This is an optimization exercise on Yosys and OpenROAD, whose aim is small area and few clock cycles per item, not a production implementation. In this exercise RTL edits were held to simulation tests only and were not proved equivalent to the original.

<file path="flow/constraint.sdc">
create_clock -name core_clock -period 8.0 [get_ports {clk}]
set_input_delay 1.6000 -clock core_clock [delete_from_list [all_inputs] [get_ports {clk}]]
set_output_delay 1.6000 -clock core_clock [all_outputs]
set_load 0.01 [all_outputs]
</file>
<file path="flow/config.mk">
export PLATFORM = sky130hd
export DESIGN_NAME = rocket_recovery_sequencer
export DESIGN_NICKNAME = rocket_recovery_sequencer
export VERILOG_FILES = /design/flow/design.v
export SDC_FILE = /design/flow/constraint.sdc
export NUM_CORES = 4
export LEC_CHECK = 0
export CAP_MARGIN = 20
export CORE_MARGIN = 2
export CORE_UTILIZATION = 40
export SLEW_MARGIN = 20
</file>
<file path="flow/run.sh">
#!/bin/bash
# synth_recipe.tcl (not shown) runs the flow's synth.tcl, then flattens the netlist and writes it again
# the make line also repeats each setting of config.mk as NAME=value (left out here)
make -C /OpenROAD-flow-scripts/flow DESIGN_CONFIG=/design/flow/config.mk WORK_HOME=/design/flow/orfs CLKGATE_MAP_FILE= SYNTH_SCRIPT=/design/flow/synth_recipe.tcl finish
</file>
<file path="flow/design.v">
`timescale 1ns / 1ps
module rrs_ram #(
  parameter int WIDTH = 24,
  parameter int DEPTH = 8
) (
  input  logic             clk,
  input  logic             shift,
  input  logic [WIDTH-1:0] wdata,
  output logic [WIDTH-1:0] oldest
);
  logic [WIDTH-1:0] mem [DEPTH];
  always_ff @(posedge clk) begin
    if (shift) begin
      mem[0] <= wdata;
      for (int i = 1; i < DEPTH; i++) begin
        mem[i] <= mem[i-1];
      end
    end
  end
  assign oldest = mem[DEPTH-1];
endmodule
`timescale 1ns / 1ps
module rocket_recovery_sequencer (
  input  logic           clk,
  input  logic           rst,
  input  logic           s_axis_tvalid,
  output logic           s_axis_tready,
  input  logic [111:0]   s_axis_tdata,
  output logic           m_axis_tvalid,
  input  logic           m_axis_tready,
  output logic [31:0]    m_axis_tdata,
  input  logic           cfg_valid,
  output logic           cfg_ready,
  input  logic [2:0]     cfg_index,
  input  logic [19:0]    cfg_data
);
  localparam logic [2:0] ST_READY     = 3'd1;
  localparam logic [2:0] ST_ASCENDING = 3'd2;
  localparam logic [2:0] ST_DROGUE    = 3'd3;
  localparam logic [2:0] ST_MAIN      = 3'd4;
  localparam logic [2:0] ST_LANDED    = 3'd5;
  localparam logic [1:0] CH_READY    = 2'd0;
  localparam logic [1:0] CH_IGNITING = 2'd1;
  localparam logic [1:0] CH_DONE     = 2'd2;
  function automatic logic over_limit(input logic [47:0] acc3, input logic [14:0] lim);
    logic signed [16:0] a;
    logic signed [16:0] l;
    logic hit;
    hit = 1'b0;
    l = $signed({2'b00, lim});
    for (int i = 0; i < 3; i++) begin
      a = 17'($signed(acc3[i*16 +: 16]));
      if (a >= l || a <= -l) begin
        hit = 1'b1;
      end
    end
    over_limit = hit;
  endfunction
  logic [14:0] liftoff_limit, touchdown_limit;
  logic [19:0] drogue_min_ms, drogue_max_ms, main_min_ms, main_max_ms;
  logic [15:0] apogee_drop, main_height;
  assign cfg_ready = 1'b1;
  always_ff @(posedge clk) begin
    if (rst) begin
      liftoff_limit   <= 15'd24576;
      touchdown_limit <= 15'd16384;
      drogue_min_ms   <= 20'd8000;
      drogue_max_ms   <= 20'd20000;
      apogee_drop     <= 16'd160;
      main_min_ms     <= 20'd20000;
      main_max_ms     <= 20'd120000;
      main_height     <= 16'd3200;
    end else if (cfg_valid) begin
      case (cfg_index)
        3'd0: liftoff_limit   <= cfg_data[14:0];
        3'd1: touchdown_limit <= cfg_data[14:0];
        3'd2: drogue_min_ms   <= cfg_data;
        3'd3: drogue_max_ms   <= cfg_data;
        3'd4: apogee_drop     <= cfg_data[15:0];
        3'd5: main_min_ms     <= cfg_data;
        3'd6: main_max_ms     <= cfg_data;
        default: main_height  <= cfg_data[15:0];
      endcase
    end
  end
  logic        accept;
  logic [47:0] acc3;
  logic signed [23:0] alt;
  logic [31:0] t;
  logic [2:0]  st_in;
  assign s_axis_tready = !m_axis_tvalid || m_axis_tready;
  assign accept = s_axis_tvalid && s_axis_tready;
  assign acc3   = s_axis_tdata[47:0];
  assign alt    = $signed(s_axis_tdata[71:48]);
  assign t      = s_axis_tdata[103:72];
  assign st_in  = s_axis_tdata[106:104];
  logic [23:0] oldest;
  logic [3:0]  count;      
  logic signed [26:0] sum;
  rrs_ram #(.WIDTH(24), .DEPTH(8)) u_window (
    .clk    (clk),
    .shift  (accept),
    .wdata  (alt),
    .oldest (oldest)
  );
  logic signed [23:0] peak, launch_alt;
  logic [31:0] liftoff_time, drogue_time, main_time;
  logic [1:0]  drogue_state, main_state;
  logic [2:0]  res_status;
  logic        res_changed;
  logic signed [23:0] old;
  logic signed [26:0] sum_next;
  logic signed [23:0] avg, peak_next;
  logic signed [24:0] drop, height;
  logic [31:0] since;
  logic        drogue_due, main_due, lhit, thit;
  logic [2:0]  st_next;
  logic signed [23:0] launch_next;
  logic [31:0] liftoff_next, drogue_time_next, main_time_next;
  logic [1:0]  drogue_next, main_next;
  always_comb begin
    lhit      = over_limit(acc3, liftoff_limit);
    thit      = over_limit(acc3, touchdown_limit);
    old       = count[3] ? $signed(oldest) : 24'sd0;
    sum_next  = sum + 27'(alt) - 27'(old);
    avg       = sum_next[26:3];
    peak_next = (avg > peak) ? avg : peak;
    drop      = 25'(peak_next) - 25'(avg);
    height    = 25'(avg) - 25'(launch_alt);
    since     = t - liftoff_time;
    if (since < 32'(drogue_min_ms))       drogue_due = 1'b0;
    else if (since >= 32'(drogue_max_ms)) drogue_due = 1'b1;
    else                                  drogue_due = $unsigned(drop) >= 25'(apogee_drop);
    if (since < 32'(main_min_ms))         main_due = 1'b0;
    else if (since > 32'(main_max_ms))    main_due = 1'b1;
    else                                  main_due = height <= $signed(25'(main_height));
    st_next          = st_in;
    launch_next      = launch_alt;
    liftoff_next     = liftoff_time;
    drogue_next      = drogue_state;
    main_next        = main_state;
    drogue_time_next = drogue_time;
    main_time_next   = main_time;
    case (st_in)
      ST_READY: begin
        if (lhit) begin
          st_next      = ST_ASCENDING;
          launch_next  = avg;
          liftoff_next = t;
        end
      end
      ST_ASCENDING: begin
        if (drogue_due) begin
          case (drogue_state)
            CH_READY: begin
              drogue_time_next = t;
              drogue_next      = CH_IGNITING;
            end
            CH_IGNITING: begin
              if (t - drogue_time >= 32'd1000) begin
                drogue_next = CH_DONE;
                st_next     = ST_DROGUE;
              end
            end
            default: st_next = ST_DROGUE;
          endcase
        end
      end
      ST_DROGUE: begin
        if (main_due) begin
          case (main_state)
            CH_READY: begin
              main_time_next = t;
              main_next      = CH_IGNITING;
            end
            CH_IGNITING: begin
              if (t - main_time >= 32'd1000) begin
                main_next = CH_DONE;
                st_next   = ST_MAIN;
              end
            end
            default: st_next = ST_MAIN;
          endcase
        end
      end
      ST_MAIN: begin
        if (thit) st_next = ST_LANDED;
      end
      default: ;
    endcase
  end
  always_ff @(posedge clk) begin
    if (rst) begin
      count         <= '0;
      sum           <= '0;
      peak          <= '0;
      launch_alt    <= '0;
      liftoff_time  <= '0;
      drogue_time   <= '0;
      main_time     <= '0;
      drogue_state  <= CH_READY;
      main_state    <= CH_READY;
      m_axis_tvalid <= 1'b0;
    end else begin
      if (accept) begin
        if (!count[3]) count <= count + 4'd1;
        sum           <= sum_next;
        peak          <= peak_next;
        launch_alt    <= launch_next;
        liftoff_time  <= liftoff_next;
        drogue_time   <= drogue_time_next;
        main_time     <= main_time_next;
        drogue_state  <= drogue_next;
        main_state    <= main_next;
        m_axis_tvalid <= 1'b1;
      end else if (m_axis_tready) begin
        m_axis_tvalid <= 1'b0;
      end
    end
  end
  always_ff @(posedge clk) begin
    if (accept) begin
      res_status  <= st_next;
      res_changed <= (st_next != st_in);
    end
  end
  assign m_axis_tdata = {2'b00, sum[26:3], main_state == CH_IGNITING,
                         drogue_state == CH_IGNITING, res_changed, res_status};
endmodule
</file>
==> results.json <==
{
  "drv_slew": 0,
  "min_period_over_period_pct": 118,
  "critical_path.max_stage_delay_ps": 520,
  "placed_cells": 5866,
  "synth_common_cells": "nand2_1 (520), ha_1 (492), inv_1 (470)",
  "grt_max_degree": 154,
  "cts.clk_slew.worst_paths_ps": 60,
  "wl_um": 109000,
  "tns_ps": -55580,
  "nNetsFinal": 5408,
  "synth_area_sq_um": 37100,
  "fmax_mhz": 106,
  "yosysTopAreaCell": "dfxtp_1",
  "gp_congestion": 0.935,
  "antenna_found_initial": 4,
  "dieArea_sq_um": 95200,
  "synth_top_area_share_pct": 17.4,
  "wire_per_inst_um": 18.0,
  "h-tree-depth": 2,
  "clk_latency_ps": 650,
  "max_cap_violations": 0,
  "via_count": 32082,
  "cp_data_arrival_time_ps": 9830,
  "synth_seq_cells": 518,
  "rsz0062_at_grt": "yes",
  "cts_hold_buf": 0,
  "tightest_slew_ps": 1050,
  "core-area_sq_um": 91800,
  "setup_slack_ps": -1470,
  "synth_seq_area_share_pct": 33.2,
  "grt_usage_pct": 22.3,
  "antenna_left": 0,
  "root_buffer": "clkbuf_16",
  "grt_pass1_vias": 30563,
  "synth_edf_count": 196,
  "syn_area_per_cell_sq_um": 8.62,
  "slew_headroom_pct": 30.2,
  "layout_min_cycle_time_ps": 9470,
  "hold_depth": 0,
  "crit_slowest_cell": "fa_1",
  "path_max_fanout": 7,
  "num_rows": 111,
  "critPathLaunchType": "input port",
  "area_growth_pct": 23.6,
  "die_width_um": 309,
  "syn_inst": 4302,
  "cts_buffers": 60,
  "ys_types": 84,
  "crit_top_cell": "a21o_1",
  "ys_dominant_reg_cell": "dfxtp_1",
  "io_pins": 175,
  "synth_warnings": 3,
  "routed_via_density": 5.31,
  "hold_slack_ps": 402,
  "hpwl_um": 81600,
  "cts_tree": "built",
  "setup_viol": 63,
  "synthArstFlopShare_pct": 0,
  "post-route-drc-count": 0,
  "post-synth-top-count-cell": "nand2_1",
  "final_util_pct": 50.0,
  "hold_path.class": "flop to flop",
  "synth_area_leaders": "dfxtp_1 (17%), ha_1 (17%), edfxtp_1 (16%)",
  "cp.required_ps": 8370,
  "cts_buffer_depth": 3,
  "failed_checks": "negative setup slack",
  "start_util_pct": 40.4,
  "worstSetupPathType": "input port to flop",
  "grt_pass1_wl_um": 168000,
  "firstDrtPassIters": 5,
  "grt_overflow_total": 0,
  "drtIter0Drc": 1969,
  "die-height_um": 309,
  "drive_gt1_share_pct": 14.3,
  "dpl_worst_slack_ps": -2850,
  "hold_violations": 0,
  "stdcell_count": 6047,
  "fin_worst_skew_ps": 30.8,
  "endpoint_kind": "flop",
  "clock_sinks": 518,
  "outcome": "finished with violations",
  "portBuffers": 166,
  "r2r_cells": 49,
  "fill_cells": 8695
}
-- final timing paths --
check                       from                   to  slack (ps)
max             s_axis_tdata[49]          res_changed       -1470
min          u_window.mem[4][15]  u_window.mem[5][15]         400
max reg2reg   u_window.mem[7][1]          res_changed        -960
min reg2reg  u_window.mem[4][15]  u_window.mem[5][15]         400
-- cell usage in the layout (no fill, tap or decap), types with 18 or more instances in the layout --
master and count:
o211ai_1 67, nand2_1 515, dfxtp_1 322, o2111ai_1 18
mux2i_1 138, xnor2_1 80, nand3_1 73, and3_1 31
clkdlybuf4s50_1 147, fa_1 28, nor3_1 67, a21oi_2 18
ha_1 470, a211oi_1 42, nand2b_1 33, clkbuf_16 63
edfxtp_1 196, a31oi_1 20, o21ai_0 127, nor2b_1 43
a21oi_1 365, nor2_1 265, o21bai_1 22, or3_1 29
buf_4 354, inv_1 455, xor2_1 35, and2_1 33
nand4_1 67, o21a_1 58, a21o_1 135, buf_6 22
-- sequential cells by signal, summed over array words and instances, names as in the netlist, 24 cells and up --
register and cells:
liftoff_time 32, drogue_time 32, sum 27, launch_alt 24, peak 24, main_time 32
u_window.mem 192
-- cells by family after synthesis --
kind of cell,after synthesis,share of synthesized area [%]
AND/OR/NAND/NOR,1274,16.0
AO/OA/AOI/OAI,1057,18.3
buffers and inverters,644,6.97
adder cells (fa/ha/maj),523,18.3
flip-flops,518,33.2
multiplexers,158,4.30
XOR/XNOR,126,2.97
other,2,0.0202
-- final cells by class --
class                           count  area [sq um]  share of cell area (%)
Tap cell                         1243          1560                    3.39
Clock buffer                       75          1610                    3.51
Clock inverter                     39           478                    1.04
Multi-Input combinational cell   3141         23300                    50.7
Antenna cell                        7          17.5                  0.0382
Inverter                          470          1780                    3.88
Sequential cell                   518         12300                    26.9
Timing Repair Buffer              554          4820                    10.5
-- worst max-delay path, delay by kind of cell --
| family | cells | cell delay [ps] |
|---|---|---|
| muxes | 2 | 570 |
| and+or+nand+nor | 9 | 1410 |
| buffers and inverters | 9 | 950 |
| adders and majority gates | 5 | 1460 |
| xor gates and xnor gates | 1 | 180 |
| AOI/OAI and AO/OA | 24 | 3650 |
-- timing repair --
item / in CTS / in global routing
resized for setup: 145 / 105
pin swaps: 102 / 73
gates cloned: 4 / 3
setup buffers: 33 / 29
setup endpoints to repair: 72 / 72
-- layer usage --
layer	vias up	global-route usage [%]	share of wire [%]
li1	16126	-	-
met1	15139	30.0	46
met2	653	37.7	47
met3	162	2.61	4.5
met4	2	5.80	2.7
met5	-	0	0.0064
-- through the flow --
stage | instance area, sq um
after floorplan | 37200
after global placement | 42100
after detailed placement | 42100
after CTS | 45200
after global routing | 45900
final | 45900
Testbench counts, summed over its fixed seeds: cycles 16,016, items 16,000.

[separate check: timing with driven ports]
How much do the figures lean on ideal ports? The routed layout below was timed once more, with nothing changed but the port constraints. Step 1: set_driving_cell puts a clkbuf_16 on clk and a buf_2 on each other input, an assumption about the parent block. Step 2, shift: input delay + t, output delay - t, t = (earliest + latest rising clock arrival at the registers) / 2. This alone moves slack from input paths to output paths. Three values: ideal ports, drivers, drivers and shift; two values: the first two.
t, ns: 0.695
setup slack, ns: -1.469 / -1.473 / -2.167
worst setup path after step 2: input to register
worst data-port slew with drivers (ns): 0.12
pins driven straight from the clock port: 1
For this run, drivers alone change the setup slack by -0.004 ns; drivers and shift together by -0.698 ns.
